Source: an optimization exercise on an open RTL-to-GDS flow (aim: small area). Production flows keep margins and buffers that such runs may drop.
Function was checked by simulation only, so behaviour that the tests miss may differ from the original.
Power figures rest on the tool's default switching activity, not on a simulated workload.

// board_top
module board_top (
	input  logic                  clk_100m,
	input  logic                  rst_n,
	input  logic                  fpga_rstn,
	input  logic                  sclk,
	input  logic                  mosi,
	input  logic                  cs_n,
	output logic                  miso,
	input  logic [3:0]            dip,
	input  logic [4-1:0] enc_a,           
	input  logic [4-1:0] enc_b,           
	output logic [4-1:0] motor_pwm,       
	output logic [4-1:0] motor_brake,
	output logic [4-1:0] motor_droff
);
	logic [3:0] rst_cnt;
	logic       core_rst_n, age2, age3;
	assign core_rst_n = rst_cnt[3];
	assign age2       = rst_cnt[3] & rst_cnt[1];
	assign age3       = age2 & rst_cnt[0];
	always_ff @(posedge clk_100m)
	begin
		if (!rst_n || !fpga_rstn)
			rst_cnt <= '0;
		else if (!age3)
			rst_cnt <= rst_cnt + 1'b1;
	end
	logic [1:0]  sclk_sync, mosi_sync, cs_sync;
	logic        sclk_s, mosi_s, cs_s, sclk_d, sclk_rise, sclk_fall;
	logic [5:0]  bit_cnt;
	logic        req_valid, out_en;
	logic [32:0] shreg;
	logic [1:0]  wr_mot, wr_ofs;         
	logic        rd_req, wr_req;
	logic [31:0] rdata, wdata;
	logic [14:0] addr;
	assign sclk_s    = sclk_sync[1] & age2;
	assign mosi_s    = mosi_sync[1];
	assign cs_s      = cs_sync[1];
	assign sclk_rise = sclk_s & ~(sclk_d & age3);
	assign sclk_fall = ~sclk_s & sclk_d & age3;
	assign rd_req    = req_valid & ~bit_cnt[5];    
	assign wr_req    = req_valid & bit_cnt[5];     
	assign addr      = shreg[14:0];
	assign wdata     = shreg[31:0];
	assign miso      = out_en & (sclk_d ? shreg[32] : shreg[31]);
	always_ff @(posedge clk_100m)
	begin
		if (!core_rst_n)
		begin
			bit_cnt   <= '0;
			req_valid <= 1'b0;
			out_en    <= 1'b0;
		end
		else
		begin
			req_valid <= 1'b0;
			if (cs_s)
				bit_cnt <= '0;
			else if (sclk_rise && bit_cnt != 6'd48)
			begin
				bit_cnt <= bit_cnt + 1'b1;
				if (bit_cnt == 6'd15 || bit_cnt == 6'd47)
					req_valid <= 1'b1;
			end
			if (cs_s)
				out_en <= 1'b0;
			else if (rd_req)
				out_en <= 1'b1;
			else if (sclk_fall && bit_cnt == 6'd48)
				out_en <= 1'b0;
		end
	end
  ...
For scale: about 2300 cells after synthesis, about 31 I/O pins, roughly 23000 um2 of cells after synthesis.
export LEC_CHECK = 0
export CAP_MARGIN = 20
export CORE_MARGIN = 2
export CORE_UTILIZATION = 65
export CTS_BUF_LIST = sky130_fd_sc_hd__clkbuf_16
export CTS_CLUSTER_DIAMETER = 100
export CTS_CLUSTER_SIZE = 30
export SLEW_MARGIN = 20
create_clock -name core_clock -period 10.0 [get_ports {clk_100m}]
run.sh (not shown) runs the stock make flow with config.mk's settings and CLKGATE_MAP_FILE= SYNTH_SCRIPT=/design/flow/synth_recipe.tcl, a recipe that flattens the netlist after the stock synthesis.
The starting point completed without violations.
Next try:
- CTS_CLUSTER_DIAMETER: 100 -> 45
- final area goes up by 4.4%
- wire length goes up by 1.4%
- setup slack gets worse by 0.0059 ns
- via count grows by about 0.56%
- core utilization came out higher by 3.1 points
- worst hold slack loses 0.0097 ns

---

build 8:
board_top again, from the RTL that the note above started with.
clock: 10.0 ns
lec_check: 0
cap_margin: 0
core_margin: 2
core_utilization: 65
cts_buf_list: sky130_fd_sc_hd__clkbuf_16
cts_cluster_diameter: 100
cts_cluster_size: 26
slew_margin: 0
The following lists how build 23 was set up differently from build 8:
- CTS_CLUSTER_SIZE changed from 26 to 25
- SLEW_MARGIN changed from 0 to 20
- CAP_MARGIN changed from 0 to 20
- CTS_CLUSTER_DIAMETER changed from 100 to 60
Build 23 -> build 8: number of synthesized flops with an enable pin delta 0, exact match. Between build 8 and build 23, the flow reports final wirelength increasing slightly. On build 23: number of nets in the layout is 0.67% higher than what build 8 gave. The more densely filled core belongs to build 23, not build 8. From build 8 to build 23 the numbers moved as follows: number of buffers inserted during clock tree synthesis rose by 16; areal power density over the cells has increased; global routing usage summed across all routing layers grew by 0.76 points.
--- input diff build 23..build 78 ---
- CTS_CLUSTER_DIAMETER changed from 60 to 100
- CTS_CLUSTER_SIZE changed from 25 to 26
- CAP_MARGIN changed from 20 to 0
- SLEW_MARGIN changed from 20 to 0
==> flow/flow/run.sh (new file) <==
#!/bin/bash
# Standard layout with two changes: CTS adds no dummy loads, and the port
# buffers are buf_1 cells. Each tool's log is kept under orfs/logs.
set -euo pipefail
export CTS_ARGS="-sink_clustering_enable -repair_clock_nets -dont_use_dummy_load -buf_list sky130_fd_sc_hd__clkbuf_16 -sink_clustering_size 26 -sink_clustering_max_diameter 100"
export BUFFER_PORTS_ARGS="-buffer_cell sky130_fd_sc_hd__buf_1"
bash standard.sh > standard_make.log 2>&1
==> flow/standard.sh (new file) <==
#!/bin/bash
# synth_recipe.tcl (not shown) runs the flow's synth.tcl, then flattens the netlist and writes it again
# the make line also repeats each setting of config.mk as NAME=value (left out here)
make -C /OpenROAD-flow-scripts/flow DESIGN_CONFIG=/design/flow/config.mk WORK_HOME=/design/flow/orfs CLKGATE_MAP_FILE= SYNTH_SCRIPT=/design/flow/synth_recipe.tcl "${@:-finish}"
removed: flow/run.sh
==> comparison <==
Build 78 finished every stage and its layout cleared the timing, design-rule and antenna checks. Build 23 → build 78: clock network power -40%, minimum hold slack increased by 0.0052 ns relative to the old numbers. The final critical delay including setup and external delays of build 78 is lower than that of build 23. Placed instance area of build 78 falls short of that of build 23 slightly. Global-route met3 utilization (higher): build 23. Relative to build 23, the via count measured on build 78 has decreased by a few percent. Buffer count excluding the clock tree in the final layout, build 23 and build 78, higher one = build 23. The routed wirelength normalized by instance count of build 78 and that of build 23 are within noise of each other. Build 78 against build 23: area overhead of the layout relative to synthesis shows a reduction of 4.4 points, cell area moved down. Between build 23 and build 78, worst setup margin increased.

---

Another version of the RTL of board_top (not shown whole).
For scale: about 2,000 cells after synthesis, ~31 I/O pins, about 20,000 um2 of cells after synthesis.
==> flow/design.v (excerpt) <==
module board_top (
	input  logic                  clk_100m,
	input  logic                  rst_n,
	input  logic                  fpga_rstn,
	input  logic                  sclk,
	input  logic                  mosi,
	input  logic                  cs_n,
	output logic                  miso,
	input  logic [3:0]            dip,
	input  logic [4-1:0] enc_a,           
	input  logic [4-1:0] enc_b,           
	output logic [4-1:0] motor_pwm,       
	output logic [4-1:0] motor_brake,
	output logic [4-1:0] motor_droff
);
export LEC_CHECK = 0
export CAP_MARGIN = 0
export CORE_MARGIN = 2
export CORE_UTILIZATION = 80
export SLEW_MARGIN = 0
create_clock -name core_clock -period 10.0 [get_ports {clk_100m}]
standard.sh (not shown) runs the stock make flow with config.mk's settings and CLKGATE_MAP_FILE= SYNTH_SCRIPT=/design/flow/synth_recipe.tcl, a recipe that flattens the netlist after the stock synthesis.
==> flow/flow/run.sh <==
#!/bin/bash
# Own layout flow: the standard synthesis, then the combinational gates
# re-mapped by ABC for area (registers untouched), then the standard
# layout with CTS adding no dummy loads and buf_1 port buffers.
# Each tool's log is written to this folder (and ORFS's under orfs/logs).
set -euo pipefail
WORK=$(pwd)
FLOW_DIR=$WORK/flow
RES=$WORK/orfs/results/$FLOW_PLATFORM/board_top/base
YOSYS=$FLOW_HOME/../tools/install/yosys/bin/yosys
[[ -x $YOSYS ]] || YOSYS=yosys

bash standard.sh synth > standard_synth.log 2>&1

cp $RES/1_2_yosys.v $WORK/standard_1_2_yosys.v
export REMAP_LIB=$FLOW_HOME/platforms/$FLOW_PLATFORM/lib/sky130_fd_sc_hd__tt_025C_1v80.lib
export REMAP_NETLIST=$WORK/standard_1_2_yosys.v
export REMAP_SCRIPTS="$(ls $FLOW_DIR/remap*.abc | tr "\n" " ")"
export REMAP_OUT=$WORK/remap.v
export REMAP_DONT_USE="$(sed -n '/DONT_USE_CELLS += /,/^#/p' $FLOW_HOME/platforms/$FLOW_PLATFORM/config.mk | grep -o 'sky130_fd_sc_hd__[a-z0-9_]*' | tr '\n' ' ')"
$YOSYS -c $FLOW_DIR/remap.tcl > remap_yosys.log 2>&1
cp $REMAP_OUT $RES/1_2_yosys.v
touch $RES/1_2_yosys.v

export CTS_ARGS="-sink_clustering_enable -repair_clock_nets -dont_use_dummy_load -buf_list sky130_fd_sc_hd__clkbuf_16 -sink_clustering_size 26 -sink_clustering_max_diameter 100"
export BUFFER_PORTS_ARGS="-buffer_cell sky130_fd_sc_hd__buf_1"
bash standard.sh > standard_finish.log 2>&1
Other scripts of this flow, unchanged in this note and not shown: flow/flow/remap.tcl, flow/flow/remap1.abc, flow/flow/remap2.abc, flow/flow/remap3.abc, flow/flow/remap4.abc, flow/flow/remap5.abc
The first run went through all stages and came out clean.
Edit:
==> flow/flow/remap6.abc (new file) <==
&get -n
&st
&dch
&nf -R 1000 -p -C 32
&st
&dch
&nf -R 1000 -p -C 32
&st
&dch
&nf -R 1000 -p -C 32
&put
==> flow/flow/remap7.abc (new file) <==
&get -n
&st
&dch
&nf -R 1000 -p
&st
&dch
&nf -R 1000 -p
&st
&dch
&nf -R 1000 -p
&st
&dch
&nf -R 1000 -p
&st
&dch
&nf -R 1000 -p
&put
==> flow/flow/remap8.abc (new file) <==
&get -n
&st
&dc2
&dch
&nf -R 1000 -p
&st
&dc2
&dch
&nf -R 1000 -p
&st
&dc2
&dch
&nf -R 1000 -p
&put
CORE_UTILIZATION = 70   (was 80)
=> The new run finished with timing, DRC and antenna clean. Final area rose by 0.37%. Utilization went down by 11 points. Routed wire length is lower by 6.2%. Synthesized area hardly moves. Non-clock buffer count came out higher by 5.
Edit:
--- a/flow/flow/run.sh
+++ b/flow/flow/run.sh
@@ -24,3 +24,3 @@
 
-export CTS_ARGS="-sink_clustering_enable -repair_clock_nets -dont_use_dummy_load -buf_list sky130_fd_sc_hd__clkbuf_16 -sink_clustering_size 26 -sink_clustering_max_diameter 100"
+export CTS_ARGS="-sink_clustering_enable -repair_clock_nets -dont_use_dummy_load -buf_list sky130_fd_sc_hd__clkbuf_16 -sink_clustering_size 28 -sink_clustering_max_diameter 100"
 export BUFFER_PORTS_ARGS="-buffer_cell sky130_fd_sc_hd__buf_1"
CORE_UTILIZATION = 65   (was 70)
Result: The changed run finished clean. Count of clock-buffer cells in the layout fell by 1. Setup slack gains 0.46 ns. Non-clock buffer count is unchanged. Critical path depth increases by 4. Hold slack degrades by 0.048 ns. Sequential share of layout area stays the same. Die area is higher by a little under a tenth.
Edit:
--- a/flow/flow/run.sh
+++ b/flow/flow/run.sh
@@ -24,3 +24,3 @@
 
-export CTS_ARGS="-sink_clustering_enable -repair_clock_nets -dont_use_dummy_load -buf_list sky130_fd_sc_hd__clkbuf_16 -sink_clustering_size 28 -sink_clustering_max_diameter 100"
+export CTS_ARGS="-sink_clustering_enable -repair_clock_nets -dont_use_dummy_load -buf_list sky130_fd_sc_hd__clkbuf_16 -sink_clustering_size 26 -sink_clustering_max_diameter 100"
 export BUFFER_PORTS_ARGS="-buffer_cell sky130_fd_sc_hd__buf_1"
removed: flow/flow/remap6.abc
removed: flow/flow/remap7.abc
removed: flow/flow/remap8.abc
=> Fmax rose by 2.2%; global-route usage fell by 0.20 points; power rose by about 0.6%; synthesized cell count rose by about 0.56%.

-- afterwards: timing with drivers on the ports --
The results above use ideal ports. As a check the final layouts listed here were re-extracted and re-timed, cells and wires unchanged. Step 1: set_driving_cell puts a clkbuf_16 on clk_100m and a buf_2 on each other input, an assumption about the parent block. Step 2 also shifts input and output timing later by t, the mid clock arrival at the registers, as if the neighbouring blocks saw the same clock. Three values: ideal, step 1, step 2; two values: the first two.
run | t, ns | setup WS [ns] | worst hold slack (ns)
the first run of note 1 | 0.597 | 2.216 / 2.216 / 2.216 | 0.340 / 0.340 / 0.340
the second run of note 1 | 0.638 | 2.210 / 2.210 / 2.210 | 0.331 / 0.331 / 0.331
build 8 | 0.607 | 2.150 / 2.150 / 2.150 | 0.337 / 0.337 / 0.337
build 23 | 0.617 | 2.160 / 2.160 / 2.160 | 0.329 / 0.329 / 0.329
build 78 | 0.601 | 2.259 / 2.259 / 2.259 | 0.335 / 0.335 / 0.335
the first run of note 3 | 0.595 | 2.063 / 2.063 / 2.063 | 0.300 / 0.300 / 0.300
the second run of note 3 | 0.587 | 1.896 / 1.896 / 1.896 | 0.328 / 0.328 / 0.328
the third run of note 3 | 0.577 | 2.361 / 2.361 / 2.361 | 0.280 / 0.280 / 0.280
the fourth run of note 3 | 0.603 | 2.528 / 2.528 / 2.528 | 0.325 / 0.325 / 0.325
After both steps every run listed still meets setup and hold.
